This is an optimization exercise on Yosys and OpenROAD, whose aim is small area, a short achievable clock period and few clock cycles per item, not a production implementation. The RTL was checked by simulation tests, not by an equivalence proof against the original design. Power and IR drop assume default switching activity.

Setup of JK:
// instr_fetch_unit
module instr_fetch_unit
#(
  parameter int          IMEM_DEPTH   = 128,
  parameter logic [31:0] RESET_PC     = 32'h0000_0000,
  parameter int          WAIT_TIMEOUT = 16
) (
  input  logic                  clk,
  input  logic                  rst,
  input  logic                  run,
  input  logic                  imem_we,
  input  logic [6:0]            imem_waddr,
  input  logic [31:0]           imem_wdata,
  output logic [31:0]           instrword,
  output logic                  newinstr,
  input  logic                  instrdone,
  input  logic                  aluzero,
  output logic [31:0]           pc,
  output logic                  halted,
  output logic                  fault
);
For scale: ~12,000 cells after synthesis, ~4,700 flip-flops.
Settings: LEC_CHECK=0, ABC_CLOCK_PERIOD_IN_PS=2500, CAP_MARGIN=20, CORE_MARGIN=2, CORE_UTILIZATION=55, CTS_BUF_LIST=sky130_fd_sc_hd__clkbuf_16, CTS_CLUSTER_DIAMETER=80, CTS_CLUSTER_SIZE=20, SETUP_SLACK_MARGIN=3.0, SLEW_MARGIN=20, SYNTH_HIERARCHICAL=1; clock period 5.5 ns.
run.sh (not shown) runs the stock make flow with config.mk's settings and CLKGATE_MAP_FILE= SYNTH_SCRIPT=/design/flow/synth_recipe.tcl, a recipe that flattens the netlist after the stock synthesis.
Testbench counts of JK, summed over its fixed seeds: cycles 48,511, items 12,000.
--- input diff JK..MS ---
--- a/flow/design.v
+++ b/flow/design.v
@@ -78,46 +78,43 @@
   logic        br_c10_q;           
   logic        br_b9_q;            
   logic        pc_oor_q;           
   logic        j_q, beq_q, bne_q, halt_q, fall_oor_q;
   logic        first_q;            
   logic [6:0]  f_addr_q;           
   logic [15:0] f_oh_q;             
   logic        pc_load;
   logic [31:2] pc_next, pc_o_q, pc_o_d;
-  logic [1:0]   wsel [128];
-  logic [1:0]   whold [128];
+  logic [127:0] wsel, whold;
   for (genvar b = 0; b < 8; b++) begin : g_wblk
     logic [3:0] row, col;
     ifu_wpre #(.BLK(b)) u_pre (
       .we   (imem_we),
       .a    (imem_waddr),
       .row  (row),
       .col  (col)
     );
     for (genvar w = 0; w < 16; w++) begin : g_wdec
-      for (genvar h = 0; h < 2; h++) begin : g_half
-        ifu_wdec u_wdec (
-          .hi   (row[w / 4]),
-          .lo   (col[w % 4]),
-          .sel  (wsel[16*b + w][h]),
-          .hold (whold[16*b + w][h])
-        );
-      end
+      ifu_wdec u_wdec (
+        .hi   (row[w / 4]),
+        .lo   (col[w % 4]),
+        .sel  (wsel[16*b + w]),
+        .hold (whold[16*b + w])
+      );
     end
   end
   for (genvar w = 0; w < 128; w++) begin : g_word
     for (genvar c = 0; c < 8; c++) begin : g_slice
       ifu_mem_slice u_slice (
         .q    (imem[w][4*c+3:4*c]),
-        .hold (whold[w][c / 4]),
+        .hold (whold[w]),
         .wd   (imem_wdata[4*c+3:4*c]),
-        .we   (wsel[w][c / 4]),
+        .we   (wsel[w]),
         .d    (imem_d[w][4*c+3:4*c])
       );
     end
   end
   always_ff @(posedge clk) begin
     for (int w = 0; w < 128; w++) imem[w] <= imem_d[w];
   end
   logic [15:0]  gsel [NPART];
   logic [127:0] rsel;
--- outcome ---
MS vs JK: global-route wire length before repair up slightly
Diff JK -> MS: routing usage on met3 picked up an extra 2.8 points; final cell area excluding filler cells lost about 0.36%.
[compare] base=JK new=MS: power went up by 1.6%; setup slack has increased.
Testbench counts of MS, summed over its fixed seeds: cycles 48,511, items 12,000.

* * *

instr_fetch_unit, a different RTL version from the one above (not shown whole).
Size: about 12000 cells after synthesis, roughly 110 I/O pins, roughly 150000 sq um of cells after synthesis.
clock: 5.5 ns
lec_check: 0
abc_clock_period_in_ps: 2500
cap_margin: 20
core_margin: 2
core_utilization: 55
cts_buf_list: sky130_fd_sc_hd__clkbuf_16
cts_cluster_diameter: 80
cts_cluster_size: 20
setup_slack_margin: 3.0
slew_margin: 20
synth_hierarchical: 1
Testbench counts at the start, summed over its fixed seeds: cycles 48,511, items 12,000.
==> next run, changes <==
--- a/flow/design.v
+++ b/flow/design.v
@@ -173,16 +173,18 @@
   logic [7:0]  br_hi8;
   logic        br_co;
   logic [13:0] br_up14;
   logic [31:9] taken_hi;
   assign br_hi8   = off_hi + 8'(br_c10_q);
   assign br_co    = br_c10_q & (&off_hi);
   assign br_up14  = off_hi[7] ? (br_co ? 14'd0 : '1) : (br_co ? 14'd1 : 14'd0);
   assign taken_hi = j_q ? {4'd0, instrword_q[25:7]} : {br_up14, br_hi8, br_b9_q};
+  logic done;
+  assign done = instrdone && !newinstr_q;
   logic taken;
   assign taken = j_q | (beq_q & aluzero) | (bne_q & ~aluzero);
   logic next_oor;
   assign next_oor = taken ? taken_oor_q : fall_oor_q;
   logic first;
   assign first = first_q;
   function automatic logic [15:0] dec16(logic [3:0] a);
     dec16 = '0;
@@ -275,17 +277,17 @@
             fall_oor_q  <= &pc_q[8:2];
             f_addr_q    <= raddr_q;
             f_oh_q      <= rlo_q;
             taken_oor_q <= is_j ? |instrword_q[25:7] : (br_lo[7] | ~br_up_zero);
             br_c10_q    <= br_lo[8];
             br_b9_q     <= br_lo[7];
           end
           if (first) fall_q <= rdata;
-          if (instrdone) begin
+          if (done) begin
             if (halt_q) begin
               halted_q <= 1'b1;
             end else begin
               pc_q     <= pc_next;
               pc_oor_q <= next_oor;
               if (run && !next_oor && !(taken && first)) begin
                 newinstr_q  <= 1'b1;
                 wait_cnt_q  <= '0;
@@ -301,17 +303,17 @@
           end
         end
       end
     end
   end
   logic        iw_load;
   logic [31:0] iw_next, iw_d;
   assign iw_load = !rst && !halted_q &&
-                   (busy_q ? (instrdone && !halt_q && run && !next_oor && !(taken && first))
+                   (busy_q ? (done && !halt_q && run && !next_oor && !(taken && first))
                            : (!pc_oor_q && (run || req_q) && rvalid_q));
   assign iw_next = (!busy_q || taken || first) ? rdata : fall_q;
   ifu_hold #(.W(32)) u_iw_hold (
     .q  (instrword_q),
     .d  (iw_next),
     .en (iw_load),
     .y  (iw_d)
   );
@@ -319,28 +321,28 @@
   logic [31:0] iw_o_q, iw_o_d;
   ifu_hold #(.W(32)) u_iw_o_hold (
     .q  (iw_o_q),
     .d  (iw_next),
     .en (iw_load),
     .y  (iw_o_d)
   );
   always_ff @(posedge clk) iw_o_q <= iw_o_d;
-  assign pc_load = !halted_q && busy_q && instrdone && !halt_q;
+  assign pc_load = !halted_q && busy_q && done && !halt_q;
   assign pc_next = taken ? {taken_hi, raddr_q} : {22'd0, fall_oor_q, f_addr_q};
   ifu_hold #(.W(30)) u_pc_o_hold (
     .q  (pc_o_q),
     .d  (pc_next),
     .en (pc_load),
     .y  (pc_o_d)
   );
   always_ff @(posedge clk) pc_o_q <= rst ? RESET_PC[31:2] : pc_o_d;
   logic set_halt, halted_o_q, halted_o_d;
   assign set_halt = !halted_q &&
-                    (busy_q ? (instrdone ? halt_q : wait_cnt_q[4]) : pc_oor_q);
+                    (busy_q ? (done ? halt_q : wait_cnt_q[4]) : pc_oor_q);
   ifu_hold #(.W(1)) u_halted_o_hold (
     .q  (halted_o_q),
     .d  (1'b1),
     .en (set_halt),
     .y  (halted_o_d)
   );
   always_ff @(posedge clk) halted_o_q <= !rst && halted_o_d;
   assign instrword = iw_o_q;
What happened: First-iteration DRC count falls slightly; cell area stays flat; utilization hardly moves; combinational power is higher by about a fifth; area after synthesis barely changes; via count barely changes; sequential cell count is unchanged; total power climbs by a few percent; routed wire length barely changes; cell count is higher slightly; clock-buffer cell count is lower by 1; global-route usage goes down by 0.22 points; sequential power is about the same; maximum frequency grows slightly.
Testbench counts after the change, summed over its fixed seeds: cycles 48,511, items 12,000.

separate check: timing with driven ports:
No port has a modelled driver above. Below, the same layouts with a new extraction and two added sets of constraints. Step 1 sets driving cells, clkbuf_16 on the clock port and buf_2 on the other inputs (assumed; they add their load-dependent delay and slew). Step 2 also shifts input and output timing later by t, the mid clock arrival at the registers, as if the neighbouring blocks saw the same clock. a / b / c = ideal ports / drivers / drivers and shift; a / b = the first two.
run | t (ns) | setup slack, ns | worst data-port slew with drivers (ns)
JK | 1.066 | 2.837 / 2.712 / 2.010 | 0.16
MS | 1.014 | 2.856 / 2.859 / 1.916 | 0.12
the first run of note 2 | 1.038 | 2.771 / 2.771 / 2.011 | 0.06
the second run of note 2 | 1.025 | 2.786 / 2.767 / 2.040 | 0.08
After both steps every run listed still meets setup and hold. For MS, which loses most, drivers alone change the setup slack by +0.003 ns; drivers and shift together by -0.940 ns.
